What follows belongs to an exercise in optimizing a design on an open flow for small area, a short achievable clock period and few clock cycles; a production flow would make more cautious choices. Where RTL was checked, it was by simulation tests only, not by an equivalence proof against the original. Function not checked in run 7: the RTL went through the layout flow alone. Power and IR drop assume default switching activity.

<file path="config.mk">
export PLATFORM = sky130hd
export DESIGN_NAME = lenet_classifier_top
export DESIGN_NICKNAME = lenet_classifier_top
export VERILOG_FILES = /design/flow/design.v
export SDC_FILE = /design/flow/constraint.sdc
export NUM_CORES = 4
export LEC_CHECK = 0
export CAP_MARGIN = 20
export CORE_MARGIN = 2
export CORE_UTILIZATION = 55
export PLACE_DENSITY = 0.65
export SLEW_MARGIN = 20
</file>
<file path="constraint.sdc">
create_clock -name core_clock -period 10.0 [get_ports {i_sclk}]
set_input_delay 2.0000 -clock core_clock [delete_from_list [all_inputs] [get_ports {i_sclk}]]
set_output_delay 2.0000 -clock core_clock [all_outputs]
set_load 0.01 [all_outputs]
</file>
<file path="design.v">
package lenet_pkg;
	localparam int N_IN       = 84;
	localparam int N_OUT      = 10;
	localparam int FEAT_BYTES = (N_IN + 7) / 8;
	localparam int W_BYTES    = N_OUT * N_IN;
	localparam int WW         = 8;
	localparam int SCORE_W    = 15;
	localparam int LABEL_W    = 4;
	localparam int N_TAP      = 7;
	localparam int SEG        = N_IN / N_TAP;
	localparam int N_BLK      = N_IN / SEG;
	localparam int TAP_B      = 11;
	localparam int A_START    = ((-(TAP_B + 2)) % SEG + SEG) % SEG;
	localparam int M_OFF      = ((TAP_B + A_START + 2) / SEG) % N_BLK;
	localparam logic [SCORE_W-1:0] ACC_OFFSET = SCORE_W'(-(N_IN * 128));
	localparam logic [1:0] KIND_WEIGHTS  = 2'd0;
	localparam logic [1:0] KIND_BIASES   = 2'd1;
	localparam logic [1:0] KIND_FEATURES = 2'd2;
	localparam logic [1:0] KIND_RESERVED = 2'd3;
endpackage
`timescale 1ns/1ns
import lenet_pkg::*;
module weight_ram
(
	input  logic                         i_sclk,
	input  logic [N_OUT-1:0]             i_we,
	input  logic [WW-1:0]                i_wdata,
	output logic [N_OUT-1:0][N_TAP-1:0][WW-1:0] o_tap
);
	logic [N_IN-1:0][N_OUT*WW-1:0] ring;
	logic [N_OUT*WW-1:0]           wrap;
	always_comb
	begin
		for (int c = 0; c < N_OUT; c++)
			wrap[c*WW +: WW] = i_we[c] ? i_wdata : ring[0][c*WW +: WW];
	end
	always_ff @(posedge i_sclk)
		ring <= {wrap, ring[N_IN-1:1]};
	always_comb
	begin
		for (int c = 0; c < N_OUT; c++)
			for (int k = 0; k < N_TAP; k++)
				o_tap[c][k] = ring[(SEG * k + TAP_B - c + N_IN) % N_IN][c*WW +: WW];
	end
endmodule
`timescale 1ns/1ns
import lenet_pkg::*;
module param_arbiter
(
	input  logic                         i_sclk,
	input  logic                         i_we,
	input  logic [3:0]                   i_waddr,
	input  logic [WW-1:0]                i_wdata,
	output logic [N_OUT-1:0][WW-1:0]     o_bias
);
	always_ff @(posedge i_sclk)
	begin
		for (int c = 0; c < N_OUT; c++)
			if (i_we && i_waddr == 4'(c))
				o_bias[c] <= i_wdata;
	end
endmodule
`timescale 1ns/1ns
import lenet_pkg::*;
module param_stream_loader
(
	input  logic                     i_sclk,
	input  logic                     i_rstn,
	input  logic                     i_in_valid,
	output logic                     o_in_ready,
	input  logic [7:0]               i_in_data,
	output logic [N_OUT-1:0]         o_w_we,
	output logic                     o_b_we,
	output logic [3:0]               o_b_addr,
	output logic                     o_start,
	output logic [2:0]               o_m,
	output logic [N_IN-1:0]          o_features
);
	localparam logic [1:0] ST_HDR = 2'd0;
	localparam logic [1:0] ST_W   = 2'd1;
	localparam logic [1:0] ST_B   = 2'd2;
	localparam logic [1:0] ST_F   = 2'd3;
	logic [1:0]       st;
	logic [3:0]       cs;
	logic [2:0]       cb;
	logic [N_OUT-1:0] wcls;
	logic [3:0]       ph_s;
	logic [2:0]       ph_b;
	logic [3:0]       ph_s_inc;
	logic [2:0]       ph_b_inc;
	logic             pending;
	logic [4:0]       bz;
	logic [4:0]       bz_n;
	logic             pend_n;
	logic             accept;
	logic             w_first;
	logic             w_last;
	logic             rdy_a;
	logic             rdy_n;
	logic [1:0]       in_kind;
	assign in_kind = i_in_data[7:6];
	assign accept  = i_in_valid && o_in_ready;
	assign w_first = (cs == 4'd0) && (cb == 3'd0) && wcls[0];
	assign w_last  = (cs == 4'(SEG - 1)) && (cb == 3'(N_BLK - 1)) && wcls[N_OUT-1];
	always_comb
	begin
		if (ph_s == 4'(SEG - 1))
		begin
			ph_s_inc = 4'd0;
			ph_b_inc = (ph_b == 3'(N_BLK - 1)) ? 3'd0 : ph_b + 3'd1;
		end
		else
		begin
			ph_s_inc = ph_s + 4'd1;
			ph_b_inc = ph_b;
		end
	end
	assign o_start = pending && (ph_s == 4'(A_START));
	assign pend_n  = pending && !o_start;
	assign bz_n    = o_start ? 5'd22 : (bz != 5'd0) ? bz - 5'd1 : 5'd0;
	always_comb
	begin
		rdy_a = 1'b1;
		if (st == ST_HDR)
			case (in_kind)
				KIND_WEIGHTS,
				KIND_BIASES:   rdy_a = !pend_n && (bz_n == 5'd0);
				KIND_FEATURES: rdy_a = !pend_n;
				default:       rdy_a = 1'b1;
			endcase
		case (st)
			ST_HDR: rdy_n = 1'b1;
			ST_W:   rdy_n = !pend_n && (bz_n == 5'd0)
			                && (w_first || (ph_s_inc == cs && ph_b_inc == cb));
			ST_B:   rdy_n = !pend_n && (bz_n == 5'd0);
			default: rdy_n = !pend_n;
		endcase
	end
	assign o_w_we   = (accept && st == ST_W) ? wcls : '0;
	assign o_b_we   = accept && st == ST_B;
	assign o_b_addr = cs;
	always_ff @(posedge i_sclk)
	begin
		if (!i_rstn)
		begin
			st         <= ST_HDR;
			pending    <= 1'b0;
			bz         <= '0;
			o_in_ready <= 1'b1;
		end
		else
		begin
			o_in_ready <= accept ? rdy_a : rdy_n;
			bz         <= bz_n;
			pending    <= pend_n || (accept && st == ST_F && cs == 4'(FEAT_BYTES - 1));
			if (accept)
				case (st)
					ST_HDR:
						case (in_kind)
							KIND_WEIGHTS:  st <= ST_W;
							KIND_BIASES:   st <= ST_B;
							KIND_FEATURES: st <= ST_F;
							default:       st <= ST_HDR;
						endcase
					ST_W:
						if (w_last)
							st <= ST_HDR;
					ST_B:
						if (cs == 4'(N_OUT - 1))
							st <= ST_HDR;
					default:
						if (cs == 4'(FEAT_BYTES - 1))
							st <= ST_HDR;
				endcase
		end
	end
	always_ff @(posedge i_sclk)
	begin
		if (accept && st == ST_W && w_first)
		begin
			ph_s <= 4'd1;
			ph_b <= 3'd0;
		end
		else
		begin
			ph_s <= ph_s_inc;
			ph_b <= ph_b_inc;
		end
		if (accept)
		begin
			if (st == ST_HDR)
			begin
				cs   <= '0;
				cb   <= '0;
				wcls <= N_OUT'(1);
			end
			else if (cs == 4'(SEG - 1))
			begin
				cs <= '0;
				if (cb == 3'(N_BLK - 1))
				begin
					cb   <= '0;
					wcls <= {wcls[N_OUT-2:0], 1'b0};
				end
				else
					cb <= cb + 3'd1;
			end
			else
				cs <= cs + 4'd1;
		end
		if (accept && st == ST_F)
			for (int i = 0; i < N_IN; i++)
				if (int'(cs) == i / 8)
					o_features[i] <= i_in_data[i % 8];
		if (o_start)
			o_m <= (ph_b >= 3'(N_BLK - M_OFF)) ? ph_b - 3'(N_BLK - M_OFF) : ph_b + 3'(M_OFF);
	end
endmodule
`timescale 1ns/1ns
import lenet_pkg::*;
module fc_layer_engine
(
	input  logic                                 i_sclk,
	input  logic                                 i_rstn,
	input  logic                                 i_start,
	input  logic [2:0]                           i_m,
	input  logic [N_IN-1:0]                      i_features,
	input  logic [N_OUT-1:0][N_TAP-1:0][WW-1:0] i_tap,
	input  logic [N_OUT-1:0][WW-1:0]             i_bias,
	output logic                                 o_score_valid,
	output logic                                 o_score_first,
	output logic                                 o_score_last,
	output logic signed [SCORE_W-1:0]            o_score
);
	localparam int NTOK = SEG + N_OUT + 2;
	logic [N_TAP-1:0][SEG-1:0]   fp;
	logic [N_TAP-1:0][N_OUT-1:0] fd;
	logic [NTOK-1:0]             tok;
	always_ff @(posedge i_sclk)
	begin
		for (int s = 0; s < N_TAP; s++)
			if (i_start)
				fp[s] <= i_features[s*SEG +: SEG];
			else
				fp[s] <= fp[s] >> 1;
	end
	always_ff @(posedge i_sclk)
	begin
		for (int k = 0; k < N_TAP; k++)
		begin
			fd[k][0] <= fp[(k + int'(i_m)) % N_TAP][0];
			for (int c = 1; c < N_OUT; c++)
				fd[k][c] <= fd[k][c-1];
		end
	end
	always_ff @(posedge i_sclk)
	begin
		if (!i_rstn)
			tok <= '0;
		else
			tok <= {tok[NTOK-2:0], i_start};
	end
	logic [N_OUT-1:0][SCORE_W-1:0] acc_s;
	logic [N_OUT-1:0][SCORE_W-1:0] acc_c;
	for (genvar c = 0; c < N_OUT; c++)
	begin : g_cls
		logic [SCORE_W-1:0] op [9];
		logic [SCORE_W-1:0] s1a, c1a, s1b, c1b, s1c, c1c;
		logic [SCORE_W-1:0] s2a, c2a, s2b, c2b;
		logic [SCORE_W-1:0] s3, c3, s4, c4;
		logic               first;
		assign first = tok[1 + c];
		assign op[0] = first ? SCORE_W'(signed'(i_bias[c])) : acc_s[c];
		assign op[1] = first ? ACC_OFFSET : acc_c[c];
		for (genvar k = 0; k < N_TAP; k++)
		begin : g_tap
			assign op[2 + k] = SCORE_W'({~(fd[k][c] & i_tap[c][k][WW-1]),
			                             {(WW-1){fd[k][c]}} & i_tap[c][k][WW-2:0]});
		end
		assign s1a = op[0] ^ op[1] ^ op[2];
		assign c1a = ((op[0] & op[1]) | (op[0] & op[2]) | (op[1] & op[2])) << 1;
		assign s1b = op[3] ^ op[4] ^ op[5];
		assign c1b = ((op[3] & op[4]) | (op[3] & op[5]) | (op[4] & op[5])) << 1;
		assign s1c = op[6] ^ op[7] ^ op[8];
		assign c1c = ((op[6] & op[7]) | (op[6] & op[8]) | (op[7] & op[8])) << 1;
		assign s2a = s1a ^ c1a ^ s1b;
		assign c2a = ((s1a & c1a) | (s1a & s1b) | (c1a & s1b)) << 1;
		assign s2b = c1b ^ s1c ^ c1c;
		assign c2b = ((c1b & s1c) | (c1b & c1c) | (s1c & c1c)) << 1;
		assign s3 = s2a ^ c2a ^ s2b;
		assign c3 = ((s2a & c2a) | (s2a & s2b) | (c2a & s2b)) << 1;
		assign s4 = s3 ^ c3 ^ c2b;
		assign c4 = ((s3 & c3) | (s3 & c2b) | (c3 & c2b)) << 1;
		always_ff @(posedge i_sclk)
		begin
			acc_s[c] <= s4;
			acc_c[c] <= c4;
		end
	end
	logic [SCORE_W-1:0] rs, rc;
	logic               rv, rfirst, rlast;
	always_ff @(posedge i_sclk)
	begin
		rs <= '0;
		rc <= '0;
		for (int c = 0; c < N_OUT; c++)
			if (tok[SEG + 1 + c])
			begin
				rs <= acc_s[c];
				rc <= acc_c[c];
			end
	end
	always_ff @(posedge i_sclk)
	begin
		if (!i_rstn)
		begin
			rv            <= 1'b0;
			o_score_valid <= 1'b0;
		end
		else
		begin
			rv            <= |tok[SEG + N_OUT : SEG + 1];
			o_score_valid <= rv;
		end
		rfirst        <= tok[SEG + 1];
		rlast         <= tok[SEG + N_OUT];
		o_score_first <= rfirst;
		o_score_last  <= rlast;
		o_score       <= rs + rc;
	end
endmodule
`timescale 1ns/1ns
import lenet_pkg::*;
module max_label_picker
(
	input  logic                      i_sclk,
	input  logic                      i_rstn,
	input  logic                      i_score_valid,
	input  logic                      i_score_first,
	input  logic                      i_score_last,
	input  logic signed [SCORE_W-1:0] i_score,
	output logic [LABEL_W-1:0]        o_label,
	output logic                      o_label_valid
);
	logic signed [SCORE_W-1:0] max_score;
	logic [LABEL_W-1:0]        max_cls;
	logic [LABEL_W-1:0]        cls;
	logic                      take;
	assign take = i_score_first || (i_score > max_score);
	always_ff @(posedge i_sclk)
	begin
		if (i_score_valid)
		begin
			cls <= i_score_first ? LABEL_W'(1) : cls + 1'b1;
			if (take)
			begin
				max_score <= i_score;
				max_cls   <= i_score_first ? '0 : cls;
			end
			if (i_score_last)
				o_label <= take ? cls : max_cls;
		end
	end
	always_ff @(posedge i_sclk)
	begin
		if (!i_rstn)
			o_label_valid <= 1'b0;
		else
			o_label_valid <= i_score_valid && i_score_last;
	end
endmodule
`timescale 1ns/1ns
import lenet_pkg::*;
module lenet_classifier_top
(
	input  logic               i_sclk,
	input  logic               i_rstn,
	input  logic               i_in_valid,
	output logic               o_in_ready,
	input  logic [7:0]         i_in_data,
	output logic [LABEL_W-1:0] o_label,
	output logic               o_label_valid
);
	logic [N_OUT-1:0]                     w_we;
	logic                                 b_we;
	logic [3:0]                           b_addr;
	logic                                 start;
	logic [2:0]                           m;
	logic [N_IN-1:0]                      features;
	logic [N_OUT-1:0][N_TAP-1:0][WW-1:0] tap;
	logic [N_OUT-1:0][WW-1:0]             bias;
	logic                                 score_valid;
	logic                                 score_first;
	logic                                 score_last;
	logic signed [SCORE_W-1:0]            score;
	param_stream_loader param_stream_loader_i (
		.i_sclk     (i_sclk),
		.i_rstn     (i_rstn),
		.i_in_valid (i_in_valid),
		.o_in_ready (o_in_ready),
		.i_in_data  (i_in_data),
		.o_w_we     (w_we),
		.o_b_we     (b_we),
		.o_b_addr   (b_addr),
		.o_start    (start),
		.o_m        (m),
		.o_features (features)
	);
	weight_ram weight_ram_i (
		.i_sclk  (i_sclk),
		.i_we    (w_we),
		.i_wdata (i_in_data),
		.o_tap   (tap)
	);
	param_arbiter param_arbiter_i (
		.i_sclk  (i_sclk),
		.i_we    (b_we),
		.i_waddr (b_addr),
		.i_wdata (i_in_data),
		.o_bias  (bias)
	);
	fc_layer_engine fc_layer_engine_i (
		.i_sclk        (i_sclk),
		.i_rstn        (i_rstn),
		.i_start       (start),
		.i_m           (m),
		.i_features    (features),
		.i_tap         (tap),
		.i_bias        (bias),
		.o_score_valid (score_valid),
		.o_score_first (score_first),
		.o_score_last  (score_last),
		.o_score       (score)
	);
	max_label_picker max_label_picker_i (
		.i_sclk        (i_sclk),
		.i_rstn        (i_rstn),
		.i_score_valid (score_valid),
		.i_score_first (score_first),
		.i_score_last  (score_last),
		.i_score       (score),
		.o_label       (o_label),
		.o_label_valid (o_label_valid)
	);
endmodule
</file>
<file path="run.sh">
#!/bin/bash
# synth_recipe.tcl (not shown) runs the flow's synth.tcl, then flattens the netlist and writes it again
# the make line also repeats each setting of config.mk as NAME=value (left out here)
make -C /OpenROAD-flow-scripts/flow DESIGN_CONFIG=/design/flow/config.mk WORK_HOME=/design/flow/orfs CLKGATE_MAP_FILE= SYNTH_SCRIPT=/design/flow/synth_recipe.tcl finish
</file>
==> impl_metrics.yaml, run 1 <==
layout:
  design_area_um2: 213000
  nets: 13100
  drive_gt1_frac: 0.107
  area_growth_pct: 15.3
  final_core_util: 0.638
routing:
  ant_nets: 0
  wl_um: 311000
  drc: 0
  num_vias: 77300
  drt_first_pass_iters: 5
  vias_per_cell: 4.52
  drtIter0Drc: 4393
  drt-wirelength-per-cell_um: 18.2
floorplan:
  io_pins: 17
  start_util: 0.554
  rows: 212
  die_x_um: 584
  dieArea_um2: 341000
  die_h_um: 584
  core_um2: 334000
global_route:
  grt_antenna_before_repair: 49
  gr-total-overflow: 0
  grt_pass1_wl_um: 477000
  grtUsageTotal: 0.184
  grt_max_degree: 81
  grt_pass1_vias: 81200
power_and_ir_drop:
  power_switching_share: 0.206
  powerDensity_nw_per_um2: 274
  share_comb_of_total_power: 0.030
  static-leakage-power_nw: 88.7
  clkPwrFrac: 0.442
  p_sw_w: 0.0120
  seqPwrFrac: 0.527
  ir_worst_vdd_mv: 0.197
  p_int_w: 0.0463
place:
  place_congestion: 0.835
  dp_hpwl_um: 194000
  port_buffers: 16
  post_dp_cell_area_um2: 190000
sta:
  holdWs_ns: 0.256
  setup_viol: 0
  post-route-period-util: 0.649
  finalSetupTns_ns: 0
  finalCriticalPeriod_ns: 6.49
  drv_slew: 0
  fin_worst_skew_ns: 0.0703
  tightest_slew_ns: 1.27
  hold_violations: 0
  relSlewSlack: 0.129
  fmax_ghz: 0.154
  rsz0062_at_grt: "no"
yosys:
  syn-cell-area_um2: 185000
  synth_edf_count: 211
  ys_seq_area_frac: 0.818
  yosys_warnings: 15
  synth_commonest_cells: "dfxtp_1, inv_1, and2_1"
  async_flop_share: 0
  ys_top_cells_by_area: "dfxtp_1, fa_1, edfxtp_1"
  syn_inst: 11600
  syn_avg_cell_area_um2: 16.0
  yosys_register_bits: 7454
  yosysMostFrequentCell: "dfxtp_1"
  ys_types: 97
  synth_ff_type: "dfxtp_1"
  synth.top_cell.area_share: 0.784
  syn_nets: 12500
  synth_largest_area_cell: "dfxtp_1"
cts:
  hold_buffers: 0
  path_clk_slew_ns: 0.06
  clock_latency_ns: 1.06
  cts_tree: "yes"
  clockRootBuffer: "clkbuf_16"
  cts_buffers: 656
  htree_num_levels: 6
  cts_setup_buffers: 0
  cts_buffer_depth: 4
  clock_sinks: 7454
  cts_resized: 0
critical_path:
  crit_chain: "clkinv_1 -> ha_1 -> ha_1 -> ha_1 -> nor2_1 -> xnor2_1 -> ha_1 -> o211a_1 -> nor2_1 -> or2_2 -> xnor2_1 -> ha_1 -> a21oi_1 -> xnor2_1 -> o311a_1 -> a311o_1 -> a211oi_2"
  startpoint_type: "register"
  critPathMaxFanout: 18
  crit_family: "adder cells"
  crit_arrival_ns: 7.41
  required_ns: 10.93
  crit_path_end_kind: "register"
  critPathKind: "register to register"
  path_buf_inv: 1
  cp_common_cell: "ha_1"
  crit_slowest_cell: "ha_1"
  critPathMaxStageDelay_ns: 0.93
flow_run:
  drv_cap: 0
hold_path:
  min_path_type: "register to register"
outcome:
  outcome: "finished clean"
## registers in the layout, indices dropped and copies added, names as in the netlist, 4 cells and up
register,count
fc_layer_engine_i.rs,15
fc_layer_engine_i.acc_s,150
fc_layer_engine_i.o_score,15
param_stream_loader_i.ph_s,4
fc_layer_engine_i.acc_c,130
fc_layer_engine_i.tok,23
param_stream_loader_i.o_features,84
max_label_picker_i.max_score,15
fc_layer_engine_i.fp,84
param_stream_loader_i.cs,4
fc_layer_engine_i.rc,13
param_stream_loader_i.bz,5
param_arbiter_i.o_bias,80
max_label_picker_i.max_cls,4
max_label_picker_i.cls,4
fc_layer_engine_i.fd,70
max_label_picker_i.o_label,4
weight_ram_i.ring,6720
param_stream_loader_i.wcls,10
## cells in the final DEF, fill, tap and decap left out, types with 42 or more instances in the layout
master / count
ha_1: 379
bufinv_16: 59
nor2_1: 108
xnor2_1: 70
a21oi_1: 97
clkinv_2: 96
clkbuf_1: 123
edfxtp_1: 211
mux2_2: 146
o21ai_0: 200
nand2_1: 396
clkbuf_8: 148
and2_1: 599
fa_1: 526
nor2b_1: 144
mux2i_1: 51
inv_1: 821
dfxtp_1: 7237
a221oi_1: 42
clkbuf_16: 671
## power groups by stage
stage	combinational, W	sequential, W	clock [W]
final	0.00177	0.0308	0.0258
after global routing	0.00214	0.0308	0.0276
after CTS	0.00182	0.0308	0.0264
after detailed placement	0.00180	0.0314	0
after global placement	0.00168	0.0314	0
after floorplan	0.00131	0.0312	0
## final timing paths
path         slack [ns]                       end  cells past startpoint                         start
min                0.26   weight_ram_i.ring[1145]                      0       weight_ram_i.ring[1225]
min reg2reg        0.26   weight_ram_i.ring[1145]                      0       weight_ram_i.ring[1225]
max                3.51  fc_layer_engine_i.fd[10]                     17  param_stream_loader_i.o_m[1]
max reg2reg        3.51  fc_layer_engine_i.fd[10]                     17  param_stream_loader_i.o_m[1]
## per-layer routing
| layer | routed length (um) | GRT usage |
|---|---|---|
| met5 | 0 | 0 |
| met4 | 8720 | 0.0604 |
| met3 | 18000 | 0.0372 |
| met2 | 135000 | 0.275 |
| met1 | 150000 | 0.269 |
## cell families (layout without fill, tap and decap cells)
group | count (synthesis) | after routing | share of synthesized area
buffers and inverters | 967 | 2072 | 0.0197
other | 0 | 19 | 0
DFF | 7454 | 7454 | 0.818
muxes | 226 | 226 | 0.0151
AOI/OAI and AO/OA | 504 | 504 | 0.0177
xor gates and xnor gates | 106 | 106 | 0.00536
adders and majority gates | 906 | 906 | 0.0826
and+or+nand+nor | 1430 | 1430 | 0.0416
## area by class of cell
class,count,area (um2)
diodes,19,47.5
clock buffers,942,19300
clock inverters,250,3610
fillers,23300,121000
inverters,827,3100
multi-input cells,3172,30100
flip-flops and latches,7454,151000
well taps,4387,5490
repair buffers,53,398
## stage by stage
stage | std cells | power (W) | setup WS (ns)
3_3_place_gp | 15900 | 0.0331 | 3.47
6_report | 17100 | 0.0583 | 3.51
3_5_place_dp | 15900 | 0.0332 | 3.51
5_1_grt | 17100 | 0.0605 | 2.89
2_1_floorplan | 11600 | 0.0326 | 5.09
4_1_cts | 17100 | 0.0589 | 3.48
Testbench counts, summed over its fixed seeds: cycles 10,864.
==> run 2, diff against run 1 <==
--- a/config.mk
+++ b/config.mk
@@ -9,4 +9,5 @@
 export CORE_MARGIN = 2
 export CORE_UTILIZATION = 55
 export PLACE_DENSITY = 0.65
+export SETUP_SLACK_MARGIN = 5
 export SLEW_MARGIN = 20
==> impl_metrics.yaml, run 2 <==
floorplan:
  die_h_um: 584
  dieArea_um2: 341000
  rows: 212
  die_x_um: 584
  io_pins: 17
  core_um2: 334000
  start_util: 0.554
critical_path:
  crit_path_end_kind: "register"
  critPathKind: "register to register"
  worst_r2r_endpoint: "fc_layer_engine_i.fd[50]"
  reg2reg_slack_ns: 5.28
  worst_r2r_path_depth: 21
  endpoint: "fc_layer_engine_i.fd[50]"
  startpoint: "param_stream_loader_i.o_m[0]"
  required_ns: 10.92
  startpoint_type: "register"
  reg2reg_from: "param_stream_loader_i.o_m[0]"
  crit_arrival_ns: 5.63
  critPathMaxFanout: 12
hold_path:
  holdPathStages: 0
  min_path_type: "register to register"
power_and_ir_drop:
  p_int_w: 0.0463
  p_sw_w: 0.0120
  clkPwrFrac: 0.442
  ir_worst_vdd_mv: 0.197
  power_switching_share: 0.206
  seqPwrFrac: 0.527
  static-leakage-power_nw: 88.8
  share_comb_of_total_power: 0.030
  powerDensity_nw_per_um2: 273
yosys:
  ys_top_cells_by_area: "dfxtp_1, fa_1, edfxtp_1"
  synth_edf_count: 211
  syn_inst: 11600
  async_flop_share: 0
  yosys_register_bits: 7454
  syn_nets: 12500
  synth_largest_area_cell: "dfxtp_1"
  yosys_warnings: 15
  yosysMostFrequentCell: "dfxtp_1"
  synth_commonest_cells: "dfxtp_1, inv_1, and2_1"
  synth_ff_type: "dfxtp_1"
  syn-cell-area_um2: 185000
  ys_seq_area_frac: 0.818
  synth.top_cell.area_share: 0.784
  ys_types: 97
  syn_avg_cell_area_um2: 16.0
outcome:
  outcome: "finished clean"
layout:
  drive_gt1_frac: 0.110
  largestRegisters: "weight_ram_i.ring: 6720 flops, fc_layer_engine_i.acc_s: 150 flops, fc_layer_engine_i.acc_c: 130 flops"
  final_cell_mix: "dfxtp_1, inv_1, clkbuf_16, and2_1, fa_1"
  multi_input_area_um2: 30200
  nets: 13100
  layout_commonest_cell: "dfxtp_1"
  area_growth_pct: 15.5
  largest_reg_flops: 6720
  fill_cells: 23200
  top_register: "weight_ram_i.ring"
  final_core_util: 0.639
  regArea_um2: 151000
routing:
  vias_per_cell: 4.53
  drtIter0Drc: 4421
  wl_um: 312000
  drt_first_pass_iters: 6
  num_vias: 77500
  drt-wirelength-per-cell_um: 18.2
  drc: 0
  ant_nets: 0
sta:
  setup_ws_ns: 5.28
  holdWs_ns: 0.257
  rsz0062_at_grt: "yes"
  fmax_ghz: 0.212
  fin_worst_skew_ns: 0.0698
  post-route-period-util: 0.472
  drv_slew: 0
  finalSetupTns_ns: 0
  relSlewSlack: 0.154
  tightest_slew_ns: 1.24
  finalCriticalPeriod_ns: 4.72
  setup_viol: 0
  hold_violations: 0
place:
  port_buffers: 16
  dp_slack_ns: 3.51
  dp_hpwl_um: 194000
  place_congestion: 0.835
global_route:
  grt_antenna_before_repair: 49
  grtUsageTotal: 0.184
  grt_max_degree: 81
  grt_pass1_wl_um: 478000
  grt_pass1_vias: 81300
  gr-total-overflow: 0
cts:
  cts_buffer_depth: 4
  path_clk_slew_ns: 0.06
  clock_latency_ns: 1.06
  clockRootBuffer: "clkbuf_16"
  htree_num_levels: 6
  clock_sinks: 7454
  cts_tree: "yes"
  cts_buffers: 656
flow_run:
  drv_cap: 0
==> run 2: cell counts after synthesis <==
No cell type changed its count.
==> run 2: per-stage QoR <==
step / instances / power (W) / cell area, um2
floorplan: 11600 / 0.0326 / 185000
global placement: 15900 / 0.0331 / 190000
detailed placement: 15900 / 0.0332 / 190000
CTS: 17100 / 0.0589 / 213000
global route: 17100 / 0.0605 / 214000
finish: 17100 / 0.0583 / 214000
==> run 2: how the worst min path moves through the flow <==
stage / slack (ns) / to / from
2_1_floorplan: 0.31 / fc_layer_engine_i.o_score[0] / fc_layer_engine_i.rs[0]
3_3_place_gp: 0.31 / weight_ram_i.ring[747] / weight_ram_i.ring[827]
3_5_place_dp: 0.31 / weight_ram_i.ring[1839] / weight_ram_i.ring[1919]
4_1_cts: 0.26 / weight_ram_i.ring[1145] / weight_ram_i.ring[1225]
5_1_grt: 0.26 / weight_ram_i.ring[906] / weight_ram_i.ring[986]
6_report: 0.26 / weight_ram_i.ring[1145] / weight_ram_i.ring[1225]
==> run 2: power by group through the flow <==
stage	combinational, W	clock [W]	sequential, W
finish	0.00178	0.0258	0.0308
floorplan	0.00131	0	0.0312
detailed placement	0.00180	0	0.0314
global placement	0.00168	0	0.0314
global route	0.00214	0.0276	0.0308
CTS	0.00182	0.0264	0.0308
==> run 2: critical path, cell delays in order (launching register included) <==
cell,delay (ns)
edfxtp_1,0.43
buf_12,0.18
ha_1,0.22
inv_1,0.09
ha_2,0.35
ha_1,0.24
ha_4,0.21
a31oi_4,0.17
xnor2_1,0.11
ha_1,0.24
nand2_1,0.10
nor3b_4,0.26
a21o_1,0.14
mux2_2,0.35
ha_1,0.29
a21oi_2,0.21
nor2b_1,0.09
o21ai_0,0.16
nand2b_1,0.09
or2_2,0.27
o22a_1,0.23
nor4_2,0.19
==> run 2: repair_timing <==
item	4_1_cts	5_1_grt
buffers inserted	4	3
pin swaps	1	2
cloned	1	1
setup endpoints to repair	5	3
gates resized for setup	17	22
hold buffers	0	0
==> run 2: cell type report <==
cell class | count | share of cell area
Sequential cell | 7454 | 0.708
Clock buffer | 942 | 0.0903
Tap cell | 4387 | 0.0257
Antenna cell | 26 | 0.000305
Timing Repair Buffer | 62 | 0.00251
Inverter | 827 | 0.0146
Multi-Input combinational cell | 3172 | 0.141
Clock inverter | 250 | 0.0169
==> run 2: logic make-up (layout without fill, tap and decap cells) <==
logic type | count (synthesis) | in the layout | share of synthesized area
flip-flops | 7454 | 7454 | 0.818
AND/OR/NAND/NOR | 1430 | 1430 | 0.0416
buffers and inverters | 967 | 2081 | 0.0197
adder cells (fa/ha/maj) | 906 | 906 | 0.0826
AO/OA/AOI/OAI | 504 | 504 | 0.0177
multiplexers | 226 | 226 | 0.0151
XOR/XNOR | 106 | 106 | 0.00536
other | 0 | 26 | 0
==> run 2: routing by layer <==
layer | vias to the layer above | share of wire | global-route usage
met4 | 0 | 0.028 | 0.0605
met3 | 546 | 0.055 | 0.0372
met2 | 1550 | 0.43 | 0.276
li1 | 37600 | - | -
met1 | 37800 | 0.48 | 0.269
met5 | - | 0 | 0
==> run 3, diff against run 2 <==
--- a/design.v
+++ b/design.v
@@ -73,7 +73,7 @@
 	output logic                     o_b_we,
 	output logic [3:0]               o_b_addr,
 	output logic                     o_start,
-	output logic [2:0]               o_m,
+	output logic [N_BLK-1:0]         o_m,
 	output logic [N_IN-1:0]          o_features
 );
 	localparam logic [1:0] ST_HDR = 2'd0;
@@ -213,7 +213,8 @@
 				if (int'(cs) == i / 8)
 					o_features[i] <= i_in_data[i % 8];
 		if (o_start)
-			o_m <= (ph_b >= 3'(N_BLK - M_OFF)) ? ph_b - 3'(N_BLK - M_OFF) : ph_b + 3'(M_OFF);
+			for (int b = 0; b < N_BLK; b++)
+				o_m[(b + M_OFF) % N_BLK] <= (ph_b == 3'(b));
 	end
 endmodule
 `timescale 1ns/1ns
@@ -223,7 +224,7 @@
 	input  logic                                 i_sclk,
 	input  logic                                 i_rstn,
 	input  logic                                 i_start,
-	input  logic [2:0]                           i_m,
+	input  logic [N_BLK-1:0]                     i_m,
 	input  logic [N_IN-1:0]                      i_features,
 	input  logic [N_OUT-1:0][N_TAP-1:0][WW-1:0] i_tap,
 	input  logic [N_OUT-1:0][WW-1:0]             i_bias,
@@ -248,7 +249,10 @@
 	begin
 		for (int k = 0; k < N_TAP; k++)
 		begin
-			fd[k][0] <= fp[(k + int'(i_m)) % N_TAP][0];
+			fd[k][0] <= 1'b0;
+			for (int m = 0; m < N_BLK; m++)
+				if (i_m[m])
+					fd[k][0] <= fp[(k + m) % N_TAP][0];
 			for (int c = 1; c < N_OUT; c++)
 				fd[k][c] <= fd[k][c-1];
 		end
@@ -385,7 +389,7 @@
 	logic                                 b_we;
 	logic [3:0]                           b_addr;
 	logic                                 start;
-	logic [2:0]                           m;
+	logic [N_BLK-1:0]                     m;
 	logic [N_IN-1:0]                      features;
 	logic [N_OUT-1:0][N_TAP-1:0][WW-1:0] tap;
 	logic [N_OUT-1:0][WW-1:0]             bias;
--- a/config.mk
+++ b/config.mk
@@ -7,7 +7,7 @@
 export LEC_CHECK = 0
 export CAP_MARGIN = 20
 export CORE_MARGIN = 2
-export CORE_UTILIZATION = 55
-export PLACE_DENSITY = 0.65
+export CORE_UTILIZATION = 70
+export PLACE_DENSITY = 0.75
 export SETUP_SLACK_MARGIN = 5
 export SLEW_MARGIN = 20
==> impl_metrics.yaml, run 3 <==
outcome:
  outcome: "finished clean"
floorplan:
  start_util: 0.702
  die_x_um: 511
  io_pins: 17
  rows: 186
  die_h_um: 511
  core_um2: 256000
  dieArea_um2: 261000
cts:
  clockRootBuffer: "clkbuf_16"
  cts_buffer_depth: 4
  htree_num_levels: 6
  hold_buffers: 0
  clock_latency_ns: 1.03
  path_clk_slew_ns: 0.06
  cts_setup_buffers: 0
  cts_tree: "yes"
  cts_resized: 0
  clock_sinks: 7458
  cts_buffers: 635
yosys:
  synth_edf_count: 215
  async_flop_share: 0
  yosysMostFrequentCell: "dfxtp_1"
  syn-cell-area_um2: 180000
  ys_seq_area_frac: 0.841
  synth_ff_type: "dfxtp_1"
  syn_nets: 11900
  syn_inst: 11000
  synth_commonest_cells: "dfxtp_1, inv_1, nand2_1"
  yosys_warnings: 15
  synth.top_cell.area_share: 0.805
  yosys_register_bits: 7458
  syn_avg_cell_area_um2: 16.3
  ys_types: 63
  synth_largest_area_cell: "dfxtp_1"
  ys_top_cells_by_area: "dfxtp_1, fa_1, edfxtp_1"
routing:
  wl_um: 337000
  vias_per_cell: 4.90
  num_vias: 75800
  drtIter0Drc: 4885
  drt_first_pass_iters: 6
  drc: 0
  ant_nets: 0
  drt-wirelength-per-cell_um: 21.8
hold_path:
  min_path_type: "register to register"
  min-delay-start: "weight_ram_i.ring[6311]"
  holdPathStages: 0
  worstHoldEndpoint: "weight_ram_i.ring[6231]"
power_and_ir_drop:
  static-leakage-power_nw: 84.9
  ir_worst_vdd_mv: 0.274
  powerDensity_nw_per_um2: 282
critical_path:
  crit_arrival_ns: 5.05
  startpoint_type: "input port"
  crit_slowest_cell: "nor3_2"
  reg2reg_from: "fc_layer_engine_i.tok[9]"
  required_ns: 10.63
  critPathKind: "input port to register"
  worst_r2r_endpoint: "fc_layer_engine_i.acc_s[123]"
  reg2reg_slack_ns: 6.32
  critPathMaxStageDelay_ns: 0.74
  crit_chain: "clkdlybuf4s50_1 -> nand2_1 -> inv_1 -> nand3_1 -> nor3_2 -> and2_1"
  crit_family: "simple AND/OR/NAND/NOR gates"
  crit_cells: 6
  crit_path_end_kind: "register"
  path_buf_inv: 2
  worst_r2r_path_depth: 7
  critPathMaxFanout: 9
sta:
  drv_slew: 0
  finalSetupTns_ns: 0
  finalCriticalPeriod_ns: 4.42
  rsz0062_at_grt: "no"
  post-route-period-util: 0.442
  tightest_slew_ns: 1.37
  fmax_ghz: 0.226
  fin_worst_skew_ns: 0.0383
  relSlewSlack: 0.0799
  setup_viol: 0
  hold_violations: 0
layout:
  largest_reg_flops: 6720
  nets: 12400
  drive_gt1_frac: 0.102
  largestRegisters: "weight_ram_i.ring: 6720 flops, fc_layer_engine_i.acc_s: 150 flops, fc_layer_engine_i.acc_c: 130 flops"
  top_register: "weight_ram_i.ring"
  layout_commonest_cell: "dfxtp_1"
  final_core_util: 0.803
  final_cell_mix: "dfxtp_1, inv_1, clkbuf_16, nand2_1, fa_1"
  area_growth_pct: 14.4
place:
  place_congestion: 0.869
  dp_hpwl_um: 182000
  port_buffers: 16
global_route:
  grt_antenna_before_repair: 35
  grt_max_degree: 82
  gr-total-overflow: 0
  grt_pass1_vias: 84200
  grtUsageTotal: 0.261
  grt_pass1_wl_um: 512000
flow_run:
  drv_cap: 0
run 3: worst reg2reg max path: cells and delay by family, from the launching register on:
| family | cells | cell delay, ns |
|---|---|---|
| mux | 1 | 0.45 |
| flops | 1 | 1.04 |
| buf+inv | 2 | 0.12 |
| fa+ha+maj | 4 | 1.93 |
run 3: worst max-delay path by stage:
| stage | from | end | slack [ns] |
|---|---|---|---|
| after detailed placement | i_in_valid | param_arbiter_i.o_bias[2] | 4.65 |
| after floorplan | i_in_valid | param_stream_loader_i.o_features[0] | 6.63 |
| after global placement | i_in_valid | param_arbiter_i.o_bias[0] | 4.64 |
| after global routing | i_in_valid | param_arbiter_i.o_bias[4] | 5.61 |
| final | i_in_valid | param_arbiter_i.o_bias[3] | 5.58 |
| after CTS | i_in_valid | param_arbiter_i.o_bias[4] | 5.66 |
run 3: cell families (layout without fill, tap and decap cells):
kind of cell,Yosys count,after routing,synth area share
DFF,7458,7458,0.841
and+or+nand+nor,1312,1312,0.0363
adders and majority gates,834,834,0.0797
buffers and inverters,811,1858,0.0170
AOI/OAI and AO/OA,417,417,0.0141
muxes,147,147,0.00902
xor gates and xnor gates,60,60,0.00292
other,0,11,0
run 3: final cells by class:
| class | count | area, um2 |
|---|---|---|
| multi-input cells | 2770 | 25600 |
| diodes | 11 | 27.5 |
| clock inverters | 237 | 3290 |
| well taps | 3384 | 4230 |
| inverters | 656 | 2460 |
| flip-flops and latches | 7458 | 151000 |
| clock buffers | 919 | 18600 |
| fillers | 12200 | 50500 |
| repair buffers | 46 | 355 |
run 3: metal layers:
layer | part of all wire | GRT usage
met5 | 0.00018 | 0
met4 | 0.029 | 0.0799
met3 | 0.048 | 0.0429
met2 | 0.49 | 0.441
met1 | 0.43 | 0.349
run 3: where the power goes:
part	internal [W]	switching, W
Combinational	0.000714	0.000870
Clock	0.0143	0.0110
Sequential	0.0307	0.000439
run 3: metrics by stage:
stage / total power (W) / worst slack [ns] / instances / hold slack, ns / instance area [um2]
after floorplan: 0.0327 / 6.63 / 11000 / 0.310 / 180000
after global placement: 0.0332 / 4.64 / 14300 / 0.310 / 184000
after detailed placement: 0.0333 / 4.65 / 14300 / 0.312 / 184000
after CTS: 0.0585 / 5.66 / 15500 / 0.292 / 206000
after global routing: 0.0598 / 5.61 / 15500 / 0.297 / 206000
final: 0.0581 / 5.58 / 15500 / 0.294 / 206000
Testbench counts of run 3, summed over its fixed seeds: cycles 10,864.
==> run 4, diff against run 3 <==
--- a/config.mk
+++ b/config.mk
@@ -8,6 +8,8 @@
 export CAP_MARGIN = 20
 export CORE_MARGIN = 2
 export CORE_UTILIZATION = 70
+export CTS_BUF_LIST = sky130_fd_sc_hd__clkbuf_8
+export CTS_CLUSTER_SIZE = 24
 export PLACE_DENSITY = 0.75
 export SETUP_SLACK_MARGIN = 5
 export SLEW_MARGIN = 20
==> impl_metrics.yaml, run 4 <==
cts:
  hold_buffers: 0
  htree_num_levels: 7
  cts_tree: "yes"
  clock_sinks: 7458
  clockRootBuffer: "clkbuf_8"
  cts_buffers: 1096
  path_clk_slew_ns: 0.06
  cts_buffer_depth: 5
  cts_resized: 0
  cts_setup_buffers: 0
  clock_latency_ns: 1.25
floorplan:
  io_pins: 17
  start_util: 0.702
  die_h_um: 511
  dieArea_um2: 261000
  rows: 186
  core_um2: 256000
  die_x_um: 511
layout:
  drive_gt1_frac: 0.134
  largestRegisters: "weight_ram_i.ring: 6720 flops, fc_layer_engine_i.acc_s: 150 flops, fc_layer_engine_i.acc_c: 130 flops"
  finalNonFillerCells: 16200
  final_cell_mix: "dfxtp_1, clkbuf_8, inv_1, nand2_1, fa_1"
  top_register: "weight_ram_i.ring"
  largest_reg_flops: 6720
  nets: 12900
  layout_commonest_cell: "dfxtp_1"
  area_growth_pct: 13.9
routing:
  drc: 0
  ant_nets: 0
  drtIter0Drc: 4670
  drt-wirelength-per-cell_um: 19.4
  vias_per_cell: 4.75
  wl_um: 313000
  drt_first_pass_iters: 5
  num_vias: 76700
yosys:
  synth_ff_type: "dfxtp_1"
  syn_inst: 11000
  synth_compound_area_frac: 0.0141
  synth-xor-area-share: 0.00292
  yosys_register_bits: 7458
  yosysMostFrequentCell: "dfxtp_1"
  yosys.area_share.simple: 0.0363
  async_flop_share: 0
  yosys_warnings: 15
  syn_nets: 11900
  synth.top_cell.area_share: 0.805
  syn_avg_cell_area_um2: 16.3
  synth_largest_area_cell: "dfxtp_1"
  synthAdderAreaFrac: 0.0797
  yosys-mux-area-fraction: 0.00902
  ys_types: 63
  synth_edf_count: 215
  synth_top_family_by_area: "adder cells"
  ys_seq_area_frac: 0.841
  ys_top_cells_by_area: "dfxtp_1, fa_1, edfxtp_1"
  synth_commonest_cells: "dfxtp_1, inv_1, nand2_1"
  syn-cell-area_um2: 180000
critical_path:
  crit_arrival_ns: 2.38
  critPathMaxStageDelay_ns: 0.63
  crit_slowest_cell: "clkdlybuf4s50_1"
  crit_chain: "clkdlybuf4s50_1"
  endpoint: "o_label[2]"
  path_buf_inv: 1
  reg2reg_from: "fc_layer_engine_i.tok[4]"
  crit_path_end_kind: "primary output"
  reg2reg_slack_ns: 6.38
  startpoint_type: "register"
  crit_cells: 1
  required_ns: 8.00
  critPathMaxFanout: 1
  startpoint: "max_label_picker_i.o_label[2]"
  crit_family: "buffers and inverters"
  worst_r2r_path_depth: 7
  worst_r2r_endpoint: "fc_layer_engine_i.acc_s[50]"
  critPathKind: "register to primary output"
outcome:
  outcome: "finished clean"
sta:
  fin_worst_skew_ns: 0.0917
  rsz0062_at_grt: "no"
  setup_ws_ns: 5.62
  tightest_slew_ns: 1.41
  finalCriticalPeriod_ns: 4.38
  setup_viol: 0
  fmax_ghz: 0.228
  hold_violations: 0
  post-route-period-util: 0.438
  drv_slew: 0
  relSlewSlack: 0.0502
  finalSetupTns_ns: 0
place:
  port_buffers: 16
  dp_hpwl_um: 182000
  placed_cells_incl_taps: 14300
  place_congestion: 0.869
  dp_slack_ns: 4.65
global_route:
  grt_use_met2: 0.386
  grt_use_met3: 0.0596
  grt_antenna_before_repair: 31
  met1_usage: 0.333
  grt_max_degree: 82
  gr-total-overflow: 0
  grt_pass1_vias: 85100
  grt_pass1_wl_um: 484000
  grtUsageTotal: 0.248
  top_usage_layer: "met2"
hold_path:
  min_path_type: "register to register"
flow_run:
  drv_cap: 0
power_and_ir_drop:
  static-leakage-power_nw: 86.3
  ir_worst_vdd_mv: 0.206
  powerDensity_nw_per_um2: 273
run 4: power by group:
part | switching, W | total, W | internal [W]
registers | 0.000417 | 0.0312 | 0.0307
clock network | 0.0107 | 0.0233 | 0.0126
logic | 0.000855 | 0.00156 | 0.000708
total | 0.0120 | 0.0560 | 0.0440
run 4: through the flow:
stage,utilization,area [um2],hold slack [ns],power [W]
6_report,0.800,205000,0.257,0.0560
5_1_grt,0.800,205000,0.268,0.0581
2_1_floorplan,-,180000,0.310,0.0327
3_3_place_gp,0.718,184000,0.310,0.0332
3_5_place_dp,0.718,184000,0.312,0.0333
4_1_cts,0.800,205000,0.250,0.0565
run 4: kinds of logic (layout without fill, tap and decap cells):
group,Yosys count,after routing
DFF,7458,7458
AOI/OAI and AO/OA,417,417
muxes,147,147
and+or+nand+nor,1312,1312
buffers and inverters,811,2524
adders and majority gates,834,834
xor gates and xnor gates,60,60
other,0,14
run 4: area by class of cell:
class | instances | area (um2)
sequential | 7458 | 151000
fill | 12400 | 51300
multi-input combinational | 2770 | 25600
clock buffer | 1338 | 18400
tap | 3384 | 4230
clock inverter | 484 | 2640
inverter | 656 | 2460
timing repair buffer | 46 | 355
antenna | 14 | 35.0
run 4: how the worst min path moves through the flow:
stage / start / to / slack, ns / cells past startpoint
floorplan: fc_layer_engine_i.rs[0] / fc_layer_engine_i.o_score[0] / 0.31 / 0
global placement: weight_ram_i.ring[6091] / weight_ram_i.ring[6011] / 0.31 / 0
detailed placement: weight_ram_i.ring[1111] / weight_ram_i.ring[1031] / 0.31 / 0
CTS: weight_ram_i.ring[1490] / weight_ram_i.ring[1410] / 0.25 / 0
global route: weight_ram_i.ring[1490] / weight_ram_i.ring[1410] / 0.27 / 0
finish: weight_ram_i.ring[1490] / weight_ram_i.ring[1410] / 0.26 / 0
run 4: routing by layer:
layer  vias to the layer above  wire [um]
met5                         -         26
met4                         4      10600
li1                      36600          -
met3                       718      15700
met1                     37500     140000
met2                      1837     147000
==> run 5, diff against run 4 <==
==> flow/run.sh (new file) <==
#!/bin/bash
set -euo pipefail
bash standard.sh SETUP_SLACK_MARGIN=6.5 finish > flow_make.log 2>&1
==> standard.sh (new file) <==
#!/bin/bash
# synth_recipe.tcl (not shown) runs the flow's synth.tcl, then flattens the netlist and writes it again
# the make line also repeats each setting of config.mk as NAME=value (left out here)
make -C /OpenROAD-flow-scripts/flow DESIGN_CONFIG=/design/flow/config.mk WORK_HOME=/design/flow/orfs CLKGATE_MAP_FILE= SYNTH_SCRIPT=/design/flow/synth_recipe.tcl "${@:-finish}"
--- a/config.mk
+++ b/config.mk
@@ -8,8 +8,6 @@
 export CAP_MARGIN = 20
 export CORE_MARGIN = 2
 export CORE_UTILIZATION = 70
-export CTS_BUF_LIST = sky130_fd_sc_hd__clkbuf_8
-export CTS_CLUSTER_SIZE = 24
 export PLACE_DENSITY = 0.75
 export SETUP_SLACK_MARGIN = 5
 export SLEW_MARGIN = 20
removed: run.sh
==> impl_metrics.yaml, run 5 <==
sta:
  tightest_slew_ns: 1.38
  finalSetupTns_ns: 0
  drv_slew: 0
  relSlewSlack: 0.0747
  hold_violations: 0
  setup_viol: 0
  fin_worst_skew_ns: 0.0361
  post-route-period-util: 0.378
  finalCriticalPeriod_ns: 3.78
  fmax_ghz: 0.265
  rsz0062_at_grt: "yes"
  setup_ws_ns: 6.22
critical_path:
  critPathMaxFanout: 1
  crit_chain: "buf_6"
  path_buf_inv: 1
  crit_slowest_cell: "edfxtp_1"
  reg2reg_slack_ns: 6.64
  crit_family: "flip-flops"
  startpoint_type: "register"
  crit_path_end_kind: "primary output"
  critPathMaxStageDelay_ns: 0.56
  critPathKind: "register to primary output"
  crit_arrival_ns: 1.78
  required_ns: 8.00
hold_path:
  min_path_type: "register to register"
global_route:
  grt_antenna_before_repair: 34
  grt_pass1_vias: 84200
  gr-total-overflow: 0
  grt_pass1_wl_um: 512000
  grtUsageTotal: 0.261
  grt_max_degree: 82
routing:
  num_vias: 75800
  drc: 0
  ant_nets: 0
  vias_per_cell: 4.90
  drt_first_pass_iters: 6
  drt-wirelength-per-cell_um: 21.8
  wl_um: 337000
  drtIter0Drc: 4727
yosys:
  yosys-mux-area-fraction: 0.00902
  syn_avg_cell_area_um2: 16.3
  synth_commonest_cells: "dfxtp_1, inv_1, nand2_1"
  synthAdderAreaFrac: 0.0797
  synth.top_cell.area_share: 0.805
  ys_types: 63
  syn_nets: 11900
  synth_compound_area_frac: 0.0141
  yosysMostFrequentCell: "dfxtp_1"
  synth_top_family_by_area: "adder cells"
  yosys_warnings: 15
  ys_seq_area_frac: 0.841
  synth_ff_type: "dfxtp_1"
  synth-xor-area-share: 0.00292
  async_flop_share: 0
  ys_top_cells_by_area: "dfxtp_1, fa_1, edfxtp_1"
  syn_inst: 11000
  yosys_register_bits: 7458
  yosys.area_share.simple: 0.0363
  synth_edf_count: 215
  syn-cell-area_um2: 180000
  synth_largest_area_cell: "dfxtp_1"
cts:
  cts_buffer_depth: 4
  cts_tree: "yes"
  htree_num_levels: 6
  path_clk_slew_ns: 0.06
  clock_latency_ns: 1.03
  clock_sinks: 7458
  clockRootBuffer: "clkbuf_16"
  cts_buffers: 635
power_and_ir_drop:
  static-leakage-power_nw: 85.0
  power_switching_share: 0.213
  clkPwrFrac: 0.436
  p_int_w: 0.0457
  ir_worst_vdd_mv: 0.274
  p_sw_w: 0.0124
  seqPwrFrac: 0.537
  powerDensity_nw_per_um2: 282
  share_comb_of_total_power: 0.027
place:
  place_congestion: 0.869
  placed_cells_incl_taps: 14300
  post_dp_cell_area_um2: 184000
  port_buffers: 16
  dp_hpwl_um: 182000
  dp_slack_ns: 4.65
layout:
  fill_cells: 12200
  area_growth_pct: 14.4
  design_area_um2: 206000
  layout_commonest_cell: "dfxtp_1"
  nets: 12400
  finalNonFillerCells: 15500
  top_register: "weight_ram_i.ring"
  largestRegisters: "weight_ram_i.ring: 6720 flops, fc_layer_engine_i.acc_s: 150 flops, fc_layer_engine_i.acc_c: 130 flops"
  final_core_util: 0.804
  largest_reg_flops: 6720
  drive_gt1_frac: 0.105
  final_cell_mix: "dfxtp_1, inv_1, clkbuf_16, nand2_1, fa_1"
floorplan:
  core_um2: 256000
  dieArea_um2: 261000
  rows: 186
  start_util: 0.702
  die_x_um: 511
  io_pins: 17
  die_h_um: 511
outcome:
  outcome: "finished clean"
flow_run:
  drv_cap: 0
## run 5: cell counts after synthesis
No cell type changed its count.
## run 5: final cells by class
cell class / count / area (um2) / share of cell area
repair buffers: 47 / 377 / 0.00183
multi-input cells: 2770 / 25700 / 0.125
inverters: 656 / 2470 / 0.0120
clock buffers: 919 / 18600 / 0.0901
flip-flops and latches: 7458 / 151000 / 0.735
clock inverters: 237 / 3290 / 0.0160
well taps: 3384 / 4230 / 0.0205
diodes: 8 / 20.0 / 0.0000971
## run 5: cell families after synthesis
family                     Yosys count
xor gates and xnor gates            60
DFF                               7458
AOI/OAI and AO/OA                  417
and+or+nand+nor                   1312
muxes                              147
adders and majority gates          834
buffers and inverters              811
## run 5: what timing repair did
item | 4_1_cts | 5_1_grt
setup endpoints to repair | 245 | 157
pin swaps | 1 | 0
gates resized for setup | 58 | 7
setup buffers | 1 | 0
endpoints found under the hold margin | 0 | 0
hold buffers | 0 | 0
## run 5: metrics by stage
| stage | power [W] | hold slack [ns] |
|---|---|---|
| 6_report | 0.0581 | 0.294 |
| 5_1_grt | 0.0598 | 0.297 |
| 4_1_cts | 0.0585 | 0.292 |
| 3_5_place_dp | 0.0333 | 0.312 |
| 3_3_place_gp | 0.0332 | 0.310 |
| 2_1_floorplan | 0.0327 | 0.310 |
## run 5: routing by layer
| layer | GRT usage | up-vias | part of all wire |
|---|---|---|---|
| met5 | 0 | - | 0.00014 |
| met4 | 0.0804 | 6 | 0.030 |
| met3 | 0.0428 | 603 | 0.047 |
| met2 | 0.442 | 1806 | 0.49 |
| met1 | 0.349 | 37900 | 0.43 |
| li1 | - | 35500 | - |
## run 5: worst paths after layout
check	start	endpoint	cells after the start
setup / recovery	max_label_picker_i.o_label[1]	o_label[1]	1
hold / removal	weight_ram_i.ring[6311]	weight_ram_i.ring[6231]	0
setup reg to reg	fc_layer_engine_i.tok[14]	fc_layer_engine_i.rc[3]	6
hold reg to reg	weight_ram_i.ring[6311]	weight_ram_i.ring[6231]	0
## run 5: power by group through the flow
stage          clock network, W  logic [W]  registers [W]
4_1_cts                  0.0257    0.00160         0.0312
6_report                 0.0253    0.00159         0.0312
3_3_place_gp                  0    0.00140         0.0318
5_1_grt                  0.0268    0.00186         0.0312
3_5_place_dp                  0    0.00156         0.0318
2_1_floorplan                 0    0.00112         0.0316
==> run 6, diff against run 5 <==
--- a/config.mk
+++ b/config.mk
@@ -8,6 +8,8 @@
 export CAP_MARGIN = 20
 export CORE_MARGIN = 2
 export CORE_UTILIZATION = 70
+export CTS_CLUSTER_DIAMETER = 100
+export CTS_CLUSTER_SIZE = 32
 export PLACE_DENSITY = 0.75
 export SETUP_SLACK_MARGIN = 5
 export SLEW_MARGIN = 20
==> impl_metrics.yaml, run 6 <==
outcome:
  outcome: "finished clean"
yosys:
  yosys_register_bits: 7458
  syn_nets: 11900
  ys_top_cells_by_area: "dfxtp_1, fa_1, edfxtp_1"
  syn_avg_cell_area_um2: 16.3
  synth_compound_area_frac: 0.0141
  synth_edf_count: 215
  synth_commonest_cells: "dfxtp_1, inv_1, nand2_1"
  synth_largest_area_cell: "dfxtp_1"
  ys_seq_area_frac: 0.841
  syn_inst: 11000
  synthAdderAreaFrac: 0.0797
  yosysMostFrequentCell: "dfxtp_1"
  ys_types: 63
  async_flop_share: 0
  synth_ff_type: "dfxtp_1"
  synth-xor-area-share: 0.00292
  yosys-mux-area-fraction: 0.00902
  yosys.area_share.simple: 0.0363
  synth_top_family_by_area: "adder cells"
  synth.top_cell.area_share: 0.805
  syn-cell-area_um2: 180000
  yosys_warnings: 15
place:
  placed_cells_incl_taps: 14300
  port_buffers: 16
  place_congestion: 0.869
  dp_hpwl_um: 182000
  post_dp_cell_area_um2: 184000
layout:
  drive_gt1_frac: 0.0480
  design_area_um2: 192000
  largest_reg_flops: 6720
  area_growth_pct: 6.42
  regArea_um2: 151000
  top_register: "weight_ram_i.ring"
  nets: 12100
  largestRegisters: "weight_ram_i.ring: 6720 flops, fc_layer_engine_i.acc_s: 150 flops, fc_layer_engine_i.acc_c: 130 flops"
  fill_cells: 14800
  multi_input_area_um2: 25600
  final_cell_mix: "dfxtp_1, inv_1, nand2_1, fa_1, and2_1"
  final_core_util: 0.747
  layout_commonest_cell: "dfxtp_1"
  finalNonFillerCells: 14700
critical_path:
  startpoint_type: "register"
  critPathMaxFanout: 1
  crit_arrival_ns: 1.70
  path_buf_inv: 1
  startpoint: "max_label_picker_i.o_label[1]"
  crit_cells: 1
  worst_r2r_endpoint: "fc_layer_engine_i.rc[3]"
  endpoint: "o_label[1]"
  reg2reg_slack_ns: 6.68
  crit_family: "flip-flops"
  required_ns: 8.00
  critPathKind: "register to primary output"
  reg2reg_from: "fc_layer_engine_i.tok[14]"
  crit_slowest_cell: "edfxtp_1"
  crit_path_end_kind: "primary output"
  critPathMaxStageDelay_ns: 0.58
  worst_r2r_path_depth: 6
  crit_chain: "buf_6"
floorplan:
  io_pins: 17
  die_h_um: 511
  die_x_um: 511
  rows: 186
  core_um2: 256000
  start_util: 0.702
  dieArea_um2: 261000
sta:
  finalSetupTns_ns: 0
  drv_slew: 0
  rsz0062_at_grt: "yes"
  finalCriticalPeriod_ns: 3.70
  post-route-period-util: 0.370
  tightest_slew_ns: 1.23
  setup_viol: 0
  hold_violations: 0
  fin_worst_skew_ns: 0.0629
  holdWs_ns: 0.293
  fmax_ghz: 0.270
  relSlewSlack: 0.170
cts:
  clock_sinks: 7458
  htree_num_levels: 5
  clock_latency_ns: 0.96
  hold_buffers: 0
  cts_buffer_depth: 4
  cts_tree: "yes"
  clockRootBuffer: "clkbuf_16"
  cts_buffers: 283
  path_clk_slew_ns: 0.11
power_and_ir_drop:
  static-leakage-power_nw: 77.9
  powerDensity_nw_per_um2: 241
  ir_worst_vdd_mv: 0.312
routing:
  drc: 0
  drt-wirelength-per-cell_um: 19.4
  ant_nets: 0
  drtIter0Drc: 4899
  wl_um: 284000
  vias_per_cell: 4.82
  drt_first_pass_iters: 5
  num_vias: 70700
flow_run:
  drv_cap: 0
global_route:
  grt_max_degree: 82
  grtUsageTotal: 0.220
  grt_pass1_wl_um: 436000
  grt_antenna_before_repair: 37
  grt_pass1_vias: 73800
  gr-total-overflow: 0
hold_path:
  min_path_type: "register to register"
  min-delay-start: "weight_ram_i.ring[4823]"
==> run 6: cell count changes in the layout (fill, tap and decap cells not counted), sizes merged <==
| cell | previous run | this run |
|---|---|---|
| buf | 43 | 46 |
| bufinv | 46 | 0 |
| clkbuf | 919 | 314 |
| clkdlybuf4s50 | 4 | 3 |
| clkinv | 134 | 8 |
| clkinvlp | 24 | 2 |
| dlygate4sd2 | 0 | 1 |
| inv | 689 | 660 |
==> run 6: worst min path at each step <==
stage                                         endpoint  slack [ns]  cells past startpoint
after floorplan           fc_layer_engine_i.o_score[0]        0.31                      0
after global placement         weight_ram_i.ring[6011]        0.31                      0
after detailed placement       weight_ram_i.ring[1031]        0.31                      0
after CTS                      weight_ram_i.ring[4103]        0.29                      0
after global routing           weight_ram_i.ring[3567]        0.30                      0
final                          weight_ram_i.ring[4743]        0.29                      0
==> run 6: kinds of logic after synthesis <==
family / count (synthesis)
buf+inv: 811
compound gates: 417
fa+ha+maj: 834
flops: 7458
xor+xnor: 60
mux: 147
simple gates: 1312
==> run 6: what timing repair did <==
item | in CTS | in global routing
pin swaps | 1 | 0
endpoints found under the setup margin | 260 | 44
setup buffers | 3 | 1
gates resized for setup | 45 | 7
==> run 6: worst reg2reg max path, cell delays in order, from the launching register on <==
cell and delay (ns):
dfxtp_1 0.33, buf_4 0.26, and2b_1 0.59, a221oi_1 0.28, o31ai_1 1.03, a21oi_1 0.44, o21ai_0 0.28
==> run 6: layer usage <==
layer | up-vias | wire, um | track usage
met3 | 445 | 11200 | 0.0280
met4 | 4 | 7840 | 0.0594
li1 | 34300 | - | -
met2 | 1212 | 128000 | 0.345
met5 | - | 27 | 0
met1 | 34700 | 137000 | 0.329
==> run 6: report_power, final <==
part	switching [W]	total, W	internal, W	leakage (nW)
Clock	0.00816	0.0134	0.00528	3.64
Sequential	0.000414	0.0311	0.0307	60.4
Combinational	0.000852	0.00156	0.000708	13.9
==> run 6: stage by stage <==
| stage | power, W | worst slack (ns) |
|---|---|---|
| 4_1_cts | 0.0464 | 6.24 |
| 3_5_place_dp | 0.0333 | 4.65 |
| 5_1_grt | 0.0477 | 6.24 |
| 3_3_place_gp | 0.0332 | 4.64 |
| 6_report | 0.0461 | 6.30 |
| 2_1_floorplan | 0.0327 | 6.63 |
==> run 6: layout make-up <==
type                       instances  share of cell area
sequential                      7458               0.790
inverter                         656              0.0129
antenna                            8            0.000104
multi-input combinational       2770               0.134
timing repair buffer              50             0.00208
tap                             3384              0.0221
clock inverter                    14            0.000849
clock buffer                     314              0.0379
==> run 7, diff against run 6 <==
--- a/design.v
+++ b/design.v
@@ -361,9 +361,8 @@
 				max_score <= i_score;
 				max_cls   <= i_score_first ? '0 : cls;
 			end
-			if (i_score_last)
-				o_label <= take ? cls : max_cls;
 		end
+		o_label <= take ? cls : max_cls;
 	end
 	always_ff @(posedge i_sclk)
 	begin
==> flow/run.sh (replaced) <==
#!/bin/bash
# Standard ORFS layout with these changes in how it is made:
#  - ports are buffered with buf_4;
#  - clock tree synthesis without dummy loads and with larger sink clusters.
# The SDC (clock period, I/O delays) is the standard flow's, unchanged.
set -euo pipefail
bash standard.sh SETUP_SLACK_MARGIN=6.6 MATCH_CELL_FOOTPRINT=0 \
  "BUFFER_PORTS_ARGS=-buffer_cell sky130_fd_sc_hd__buf_4" \
  "CTS_ARGS=-sink_clustering_enable -repair_clock_nets -dont_use_dummy_load -sink_clustering_size 30 -sink_clustering_max_diameter 100" \
  finish > flow_make.log 2>&1
--- a/config.mk
+++ b/config.mk
@@ -8,8 +8,6 @@
 export CAP_MARGIN = 20
 export CORE_MARGIN = 2
 export CORE_UTILIZATION = 70
-export CTS_CLUSTER_DIAMETER = 100
-export CTS_CLUSTER_SIZE = 32
 export PLACE_DENSITY = 0.75
 export SETUP_SLACK_MARGIN = 5
 export SLEW_MARGIN = 20
==> impl_metrics.yaml, run 7 <==
global_route:
  grt_max_degree: 81
  gr-total-overflow: 0
  grt_pass1_vias: 74300
  grt_pass1_wl_um: 441000
  grtUsageTotal: 0.223
  grt_antenna_before_repair: 29
critical_path:
  critPathMaxStageDelay_ns: 0.42
  path_buf_inv: 1
  crit_slowest_cell: "dfxtp_4"
  startpoint_type: "register"
  critPathKind: "register to primary output"
  crit_path_end_kind: "primary output"
  critPathMaxFanout: 2
  required_ns: 8.00
  crit_family: "flip-flops"
  crit_chain: "buf_6"
  crit_arrival_ns: 1.46
layout:
  finalNonFillerCells: 14600
  largestRegisters: "weight_ram_i.ring: 6720 flops, fc_layer_engine_i.acc_s: 150 flops, fc_layer_engine_i.acc_c: 130 flops"
  drive_gt1_frac: 0.0463
  final_cell_mix: "dfxtp_1, inv_1, nand2_1, fa_1, and2_1"
  area_growth_pct: 6.39
  nets: 12100
  largest_reg_flops: 6720
  design_area_um2: 191000
  fill_cells: 14600
  top_register: "weight_ram_i.ring"
  layout_commonest_cell: "dfxtp_1"
yosys:
  syn_avg_cell_area_um2: 16.3
  syn-cell-area_um2: 180000
  synth_largest_area_cell: "dfxtp_1"
  synth.top_cell.area_share: 0.806
  synth_commonest_cells: "dfxtp_1, inv_1, nand2_1"
  yosys_register_bits: 7458
  yosys_warnings: 15
  async_flop_share: 0
  yosysMostFrequentCell: "dfxtp_1"
  syn_nets: 11900
  ys_seq_area_frac: 0.841
  ys_top_cells_by_area: "dfxtp_1, fa_1, edfxtp_1"
  synth_edf_count: 211
  syn_inst: 11000
  ys_types: 58
  synth_ff_type: "dfxtp_1"
sta:
  drv_slew: 0
  fmax_ghz: 0.289
  rsz0062_at_grt: "yes"
  relSlewSlack: 0.345
  fin_worst_skew_ns: 0.0768
  finalCriticalPeriod_ns: 3.46
  finalSetupTns_ns: 0
  hold_violations: 0
  post-route-period-util: 0.346
  tightest_slew_ns: 0.982
  setup_viol: 0
routing:
  drt_first_pass_iters: 6
  drt-wirelength-per-cell_um: 19.7
  drtIter0Drc: 5009
  drc: 0
  vias_per_cell: 4.84
  wl_um: 288000
  num_vias: 70600
  ant_nets: 0
cts:
  cts_buffer_depth: 4
  cts_setup_buffers: 0
  cts_tree: "yes"
  clock_latency_ns: 0.97
  cts_buffers: 299
  path_clk_slew_ns: 0.11
  htree_num_levels: 5
  clockRootBuffer: "clkbuf_16"
  clock_sinks: 7458
power_and_ir_drop:
  p_int_w: 0.0364
  ir_worst_vdd_mv: 0.209
  power_switching_share: 0.200
  clkPwrFrac: 0.298
  powerDensity_nw_per_um2: 238
  seqPwrFrac: 0.674
  static-leakage-power_nw: 77.9
  p_sw_w: 0.00912
  share_comb_of_total_power: 0.027
  finalPower_w: 0.0455
place:
  port_buffers: 16
  place_congestion: 0.882
  dp_hpwl_um: 181000
  placed_cells_incl_taps: 14300
  post_dp_cell_area_um2: 184000
floorplan:
  die_h_um: 511
  core_um2: 256000
  dieArea_um2: 261000
  die_x_um: 511
  io_pins: 17
  start_util: 0.702
  rows: 186
hold_path:
  min_path_type: "register to register"
outcome:
  outcome: "finished clean"
flow_run:
  drv_cap: 0
## run 7: layer usage
metal	wire, um	track usage
met3	10900	0.0266
met4	7980	0.0598
met2	129000	0.347
met1	140000	0.335
met5	0	0
## run 7: area by class of cell
class | instances | area, um2 | area share
diodes | 10 | 25.0 | 0.000131
clock buffers | 299 | 7480 | 0.0391
inverters | 656 | 2460 | 0.0129
multi-input cells | 2761 | 25600 | 0.133
flip-flops and latches | 7458 | 151000 | 0.791
well taps | 3384 | 4230 | 0.0221
repair buffers | 33 | 270 | 0.00141
## run 7: path summary, 6_finish.rpt
kind                                                  startpoint                              end  slack (ns)  cells past startpoint
worst max-delay path            param_stream_loader_i.o_in_ready                       o_in_ready        6.54                      1
worst min-delay path                     weight_ram_i.ring[3773]          weight_ram_i.ring[3693]        0.27                      0
worst max register to register  max_label_picker_i.max_score[14]  max_label_picker_i.max_score[3]        6.70                      8
worst min register to register           weight_ram_i.ring[3773]          weight_ram_i.ring[3693]        0.27                      0
## run 7: through the flow
stage          hold WS, ns  setup WS (ns)  utilization
2_1_floorplan        0.310           6.68            -
5_1_grt              0.266           6.49        0.747
3_3_place_gp         0.310           5.46        0.718
3_5_place_dp         0.312           5.59        0.718
4_1_cts              0.269           6.45        0.747
6_report             0.270           6.54        0.747
## run 7: what timing repair did
action | 4_1_cts | 5_1_grt
endpoints found under the setup margin | 88 | 22
resized for setup | 21 | 3
endpoints found under the hold margin | 0 | 0
hold buffers | 0 | 0
pin swaps | 0 | 1
## run 7: kinds of logic after synthesis
family,count (synthesis),share of synthesized area
adders and majority gates,834,0.0797
and+or+nand+nor,1307,0.0364
DFF,7458,0.841
buffers and inverters,809,0.0169
xor gates and xnor gates,62,0.00302
AOI/OAI and AO/OA,410,0.0137
muxes,148,0.00908
## run 7: power by group through the flow
stage / clock (W) / combinational (W) / sequential [W]
global placement: 0 / 0.00112 / 0.0313
detailed placement: 0 / 0.00126 / 0.0313
global route: 0.0147 / 0.00148 / 0.0307
finish: 0.0136 / 0.00125 / 0.0307
floorplan: 0 / 0.000902 / 0.0312
CTS: 0.0138 / 0.00127 / 0.0307

-- re-timing with driven ports --
Ports are ideal in the flow. The routed layouts listed here were re-timed in OpenROAD.
Step 1 assumes that a clkbuf_16 drives the clock port and a buf_2 every other input.
Step 2 adds t to the input delays and takes it off the output delays; t is the mean of the earliest and latest rising clock arrival at the registers after step 1. Input paths then give back, and output paths get back, about the clock's delay inside the block.
Slacks: no drivers / after step 1 / after step 2; pairs: no drivers / after step 1.
run | t (ns) | setup WS [ns] | worst setup path at the end | clock arrival spread, ns | slew at the worst register clock pin (ns)
run 1 | 1.119 | 3.512 / 3.512 / 3.512 | register to register | 0.075 / 0.076 | 0.07 / 0.07
run 2 | 1.119 | 5.285 / 5.285 / 4.667 | input to register | 0.074 / 0.074 | 0.07 / 0.07
run 3 | 1.107 | 5.579 / 5.646 / 4.540 | input to register | 0.059 / 0.059 | 0.07 / 0.07
run 4 | 1.304 | 5.616 / 5.526 / 4.546 | input to register | 0.113 / 0.113 | 0.08 / 0.08
run 5 | 1.111 | 6.220 / 6.124 / 5.500 | input to register | 0.060 / 0.060 | 0.08 / 0.08
run 6 | 1.024 | 6.295 / 6.204 / 5.587 | input to register | 0.072 / 0.072 | 0.12 / 0.12
run 7 | 1.029 | 6.541 / 6.450 / 5.555 | input to register | 0.093 / 0.094 | 0.12 / 0.12
After both steps setup and hold are still met in every run listed. For run 4, which loses most, drivers alone change the setup slack by -0.090 ns; drivers and shift together by -1.070 ns.
